Context: an optimization exercise on an open-source flow, tuned for small area, a short achievable clock period and few clock cycles. The choices shown serve that exercise and are no tape-out recipe.

== run F ==
==> flow/design.v <==
package dist_pkg;
    localparam int NUM_JOB_TYPES = 4;
    localparam int NUM_FTHREADS  = 4;
    localparam int JOB_TY_W      = 2;
    localparam int JOB_W      = 128;
    localparam int OPCODE_W   = 16;
    localparam int ADDR_W     = 58;
    localparam int OFFSET_W   = 32;
    localparam int CMD_W      = 8;
    localparam int PARAM_W    = 16;
    localparam int CMD_LINE_W = CMD_W + ADDR_W + ADDR_W + PARAM_W;
    localparam int LINE_RAW_W = CMD_W + PARAM_W + 2 * OFFSET_W;
    localparam int JOB_CMD_LSB    = 0;
    localparam int JOB_PARAM_LSB  = 8;
    localparam int JOB_RD_OFS_LSB = 32;
    localparam int JOB_WR_OFS_LSB = 64;
endpackage
import dist_pkg::*;
module dist_fsm (
    input  logic                                                      clk,
    input  logic                                                      rst_n,
    input  logic [dist_pkg::NUM_JOB_TYPES-1:0]                        job_queue_valid,
    input  logic [dist_pkg::NUM_JOB_TYPES-1:0][dist_pkg::NUM_FTHREADS-1:0] mapping,
    input  logic [dist_pkg::NUM_FTHREADS-1:0]                         idle_next,
    output logic [dist_pkg::NUM_JOB_TYPES-1:0]                        grant,
    output logic [dist_pkg::NUM_FTHREADS-1:0]                         job_set
);
    logic [NUM_JOB_TYPES-1:0]                   cand;
    logic [NUM_JOB_TYPES-1:0][NUM_FTHREADS-1:0] avail;
    logic [NUM_JOB_TYPES-1:0][NUM_FTHREADS-1:0] pick;
    logic [NUM_JOB_TYPES-1:0][NUM_JOB_TYPES-1:0] wins;
    always_comb begin
        for (int q = 0; q < NUM_JOB_TYPES; q++) begin
            avail[q] = mapping[q] & idle_next;
            cand[q]  = job_queue_valid[q] & (|avail[q]);
            pick[q]  = avail[q] & (~avail[q] + NUM_FTHREADS'(1));
        end
    end
    always_comb begin
        for (int q = 0; q < NUM_JOB_TYPES; q++) begin
            grant[q] = cand[q];
            for (int p = 0; p < NUM_JOB_TYPES; p++) begin
                if (p < q) begin
                    grant[q] = grant[q] & (~cand[p] | ~wins[p][q]);
                end else if (p > q) begin
                    grant[q] = grant[q] & (~cand[p] | wins[q][p]);
                end
            end
        end
        job_set = '0;
        for (int q = 0; q < NUM_JOB_TYPES; q++) begin
            job_set = job_set | (grant[q] ? pick[q] : '0);
        end
    end
    always_ff @(posedge clk) begin
        if (!rst_n) begin
            for (int i = 0; i < NUM_JOB_TYPES; i++) begin
                for (int j = 0; j < NUM_JOB_TYPES; j++) begin
                    wins[i][j] <= (i < j);
                end
            end
        end else begin
            for (int i = 0; i < NUM_JOB_TYPES; i++) begin
                for (int j = i + 1; j < NUM_JOB_TYPES; j++) begin
                    if (grant[i]) begin
                        wins[i][j] <= 1'b0;
                    end else if (grant[j]) begin
                        wins[i][j] <= 1'b1;
                    end
                end
            end
        end
    end
endmodule
import dist_pkg::*;
module opcode_matrix (
    input  logic                                                      clk,
    input  logic [dist_pkg::NUM_FTHREADS-1:0][dist_pkg::OPCODE_W-1:0]  fthread_config,
    input  logic                                                      fthread_config_valid,
    input  logic [dist_pkg::NUM_JOB_TYPES-1:0][dist_pkg::OPCODE_W-1:0] job_config,
    input  logic                                                      job_config_valid,
    output logic [dist_pkg::NUM_JOB_TYPES-1:0][dist_pkg::NUM_FTHREADS-1:0] mapping
);
    logic [NUM_FTHREADS-1:0][OPCODE_W-1:0]  fthread_opcode;
    logic [NUM_JOB_TYPES-1:0][OPCODE_W-1:0] job_opcode;
    always_ff @(posedge clk) begin
        if (fthread_config_valid) begin
            fthread_opcode <= fthread_config;
        end
        if (job_config_valid) begin
            job_opcode <= job_config;
        end
    end
    always_ff @(posedge clk) begin
        for (int t = 0; t < NUM_JOB_TYPES; t++) begin
            for (int f = 0; f < NUM_FTHREADS; f++) begin
                mapping[t][f] <= (job_opcode[t] == fthread_opcode[f]);
            end
        end
    end
endmodule
import dist_pkg::*;
module fthread_tracker (
    input  logic                          clk,
    input  logic                          rst_n,
    input  logic [dist_pkg::NUM_FTHREADS-1:0] job_set,
    input  logic [dist_pkg::NUM_FTHREADS-1:0] fthread_done,
    output logic [dist_pkg::NUM_FTHREADS-1:0] busy,
    output logic [dist_pkg::NUM_FTHREADS-1:0] idle_next
);
    always_ff @(posedge clk) begin
        if (!rst_n) begin
            busy <= '0;
        end else begin
            busy <= job_set | (busy & ~fthread_done);
        end
    end
    assign idle_next = ~busy | fthread_done;
endmodule
import dist_pkg::*;
module job_line_builder (
    input  logic                                                      clk,
    input  logic                                                      rst_n,
    input  logic [dist_pkg::ADDR_W-1:0]                               ws_base_addr,
    input  logic                                                      ws_base_addr_valid,
    input  logic [dist_pkg::NUM_JOB_TYPES-1:0][dist_pkg::JOB_W-1:0]   job_queue_data,
    input  logic [dist_pkg::NUM_JOB_TYPES-1:0]                        grant,
    input  logic [dist_pkg::NUM_FTHREADS-1:0]                         job_set,
    output logic [dist_pkg::NUM_FTHREADS-1:0][dist_pkg::CMD_LINE_W-1:0] fthread_job,
    output logic [dist_pkg::NUM_FTHREADS-1:0]                         fthread_job_valid
);
    logic [ADDR_W-1:0]     base_q;
    logic [LINE_RAW_W-1:0] sel_raw;
    logic [LINE_RAW_W-1:0] line_raw;
    logic [OFFSET_W-1:0]   rd_ofs;
    logic [OFFSET_W-1:0]   wr_ofs;
    logic [ADDR_W-1:0]     rd_addr;
    logic [ADDR_W-1:0]     wr_addr;
    logic [CMD_LINE_W-1:0] job_line;
    always_ff @(posedge clk) begin
        if (ws_base_addr_valid) begin
            base_q <= ws_base_addr;
        end
    end
    always_comb begin
        sel_raw = '0;
        for (int q = 0; q < NUM_JOB_TYPES; q++) begin
            sel_raw = sel_raw | ({LINE_RAW_W{grant[q]}} &
                                 {job_queue_data[q][JOB_WR_OFS_LSB +: OFFSET_W],
                                  job_queue_data[q][JOB_RD_OFS_LSB +: OFFSET_W],
                                  job_queue_data[q][JOB_CMD_LSB +: CMD_W + PARAM_W]});
        end
    end
    always_ff @(posedge clk) begin
        line_raw <= sel_raw;
    end
    always_ff @(posedge clk) begin
        if (!rst_n) begin
            fthread_job_valid <= '0;
        end else begin
            fthread_job_valid <= job_set;
        end
    end
    assign wr_ofs  = line_raw[CMD_W + PARAM_W + OFFSET_W +: OFFSET_W];
    assign rd_ofs  = line_raw[CMD_W + PARAM_W +: OFFSET_W];
    assign rd_addr = base_q + ADDR_W'(rd_ofs);
    assign wr_addr = base_q + ADDR_W'(wr_ofs);
    assign job_line = {line_raw[CMD_W-1:0], rd_addr, wr_addr,
                       line_raw[CMD_W +: PARAM_W]};
    always_comb begin
        for (int f = 0; f < NUM_FTHREADS; f++) begin
            fthread_job[f] = job_line;
        end
    end
endmodule
import dist_pkg::*;
module job_distributor (
    input  logic                                             clk,
    input  logic                                             rst_n,
    input  logic [dist_pkg::NUM_FTHREADS*dist_pkg::OPCODE_W-1:0]  fthread_config,
    input  logic                                             fthread_config_valid,
    input  logic [dist_pkg::NUM_JOB_TYPES*dist_pkg::OPCODE_W-1:0] job_config,
    input  logic                                             job_config_valid,
    input  logic [dist_pkg::NUM_JOB_TYPES-1:0]               job_queue_valid,
    input  logic [dist_pkg::NUM_JOB_TYPES*dist_pkg::JOB_W-1:0]    job_queue_data,
    output logic [dist_pkg::NUM_JOB_TYPES-1:0]               job_queue_ready,
    input  logic [dist_pkg::ADDR_W-1:0]                      ws_base_addr,
    input  logic                                             ws_base_addr_valid,
    output logic [dist_pkg::NUM_FTHREADS*dist_pkg::CMD_LINE_W-1:0] fthread_job,
    output logic [dist_pkg::NUM_FTHREADS-1:0]                fthread_job_valid,
    input  logic [dist_pkg::NUM_FTHREADS-1:0]                fthread_done
);
    logic [NUM_JOB_TYPES-1:0][NUM_FTHREADS-1:0] mapping;
    logic [NUM_FTHREADS-1:0]  busy;
    logic [NUM_FTHREADS-1:0]  idle_next;
    logic [NUM_JOB_TYPES-1:0] grant;
    logic [NUM_FTHREADS-1:0]  job_set;
    logic [LINE_RAW_W-1:0]    line_raw;
    opcode_matrix opcode_matrix_inst (
        .clk, .fthread_config, .fthread_config_valid,
        .job_config, .job_config_valid, .mapping
    );
    fthread_tracker fthread_tracker_inst (
        .clk, .rst_n, .job_set, .fthread_done, .busy, .idle_next
    );
    dist_fsm dist_fsm_inst (
        .clk, .rst_n, .job_queue_valid, .mapping, .idle_next,
        .grant, .job_set
    );
    assign job_queue_ready = grant;
    job_line_builder job_line_builder_inst (
        .clk, .rst_n, .ws_base_addr, .ws_base_addr_valid, .job_queue_data,
        .grant, .job_set, .fthread_job, .fthread_job_valid
    );
endmodule
Settings: LEC_CHECK=0, ABC_CLOCK_PERIOD_IN_PS=3000, CAP_MARGIN=20, CORE_AREA=2 2 578 66, DIE_AREA=0 0 580 68, PLACE_DENSITY=0.75, SETUP_SLACK_MARGIN=2.0, SLEW_MARGIN=20; clock period 5.0 ns.
standard.sh (not shown) runs the stock make flow with config.mk's settings and CLKGATE_MAP_FILE= SYNTH_SCRIPT=/design/flow/synth_recipe.tcl, a recipe that flattens the netlist after the stock synthesis.
==> flow/flow/run.sh <==
#!/bin/bash
# Standard ORFS layout; the only change is the cell buffer_ports uses on the
# ports (the smallest plain buffer instead of the default delay buffer).
set -euo pipefail
export BUFFER_PORTS_ARGS="-buffer_cell sky130_fd_sc_hd__buf_1"
bash standard.sh > standard_flow.log 2>&1
Seen in the log of run F: GRT-0232 during global routing (5_1_grt), after which the run never completed.
> inputs changed (run F -> run Z)
- clearing SETUP_SLACK_MARGIN, which used to be 2.0
- clearing ABC_CLOCK_PERIOD_IN_PS, which used to be 3000
Notes after the runs:
Run Z did not finish: a tool error stopped it during global routing (5_1_grt). Diff run F..run Z | synthesized net count | unchanged. From run F to run Z, adder-cell share of the synthesized area did not move at all. Run Z -> run F: initial cell density of the core delta 0, exact match. The synthesized-area fraction occupied by and/or/nand/nor cells on run F is in line with that on run Z. Number of buffers on the longest clock path: run F vs run Z identical. Lower post-cts sizing count among run F and run Z: run Z. In run Z the placer congestion estimate turned out 2.1% higher than in run F. Number of buffers created by CTS, run F and run Z, higher one = run F. Number of clock sinks: run F vs run Z identical.
No functional check of the RTL was part of any run of this note.
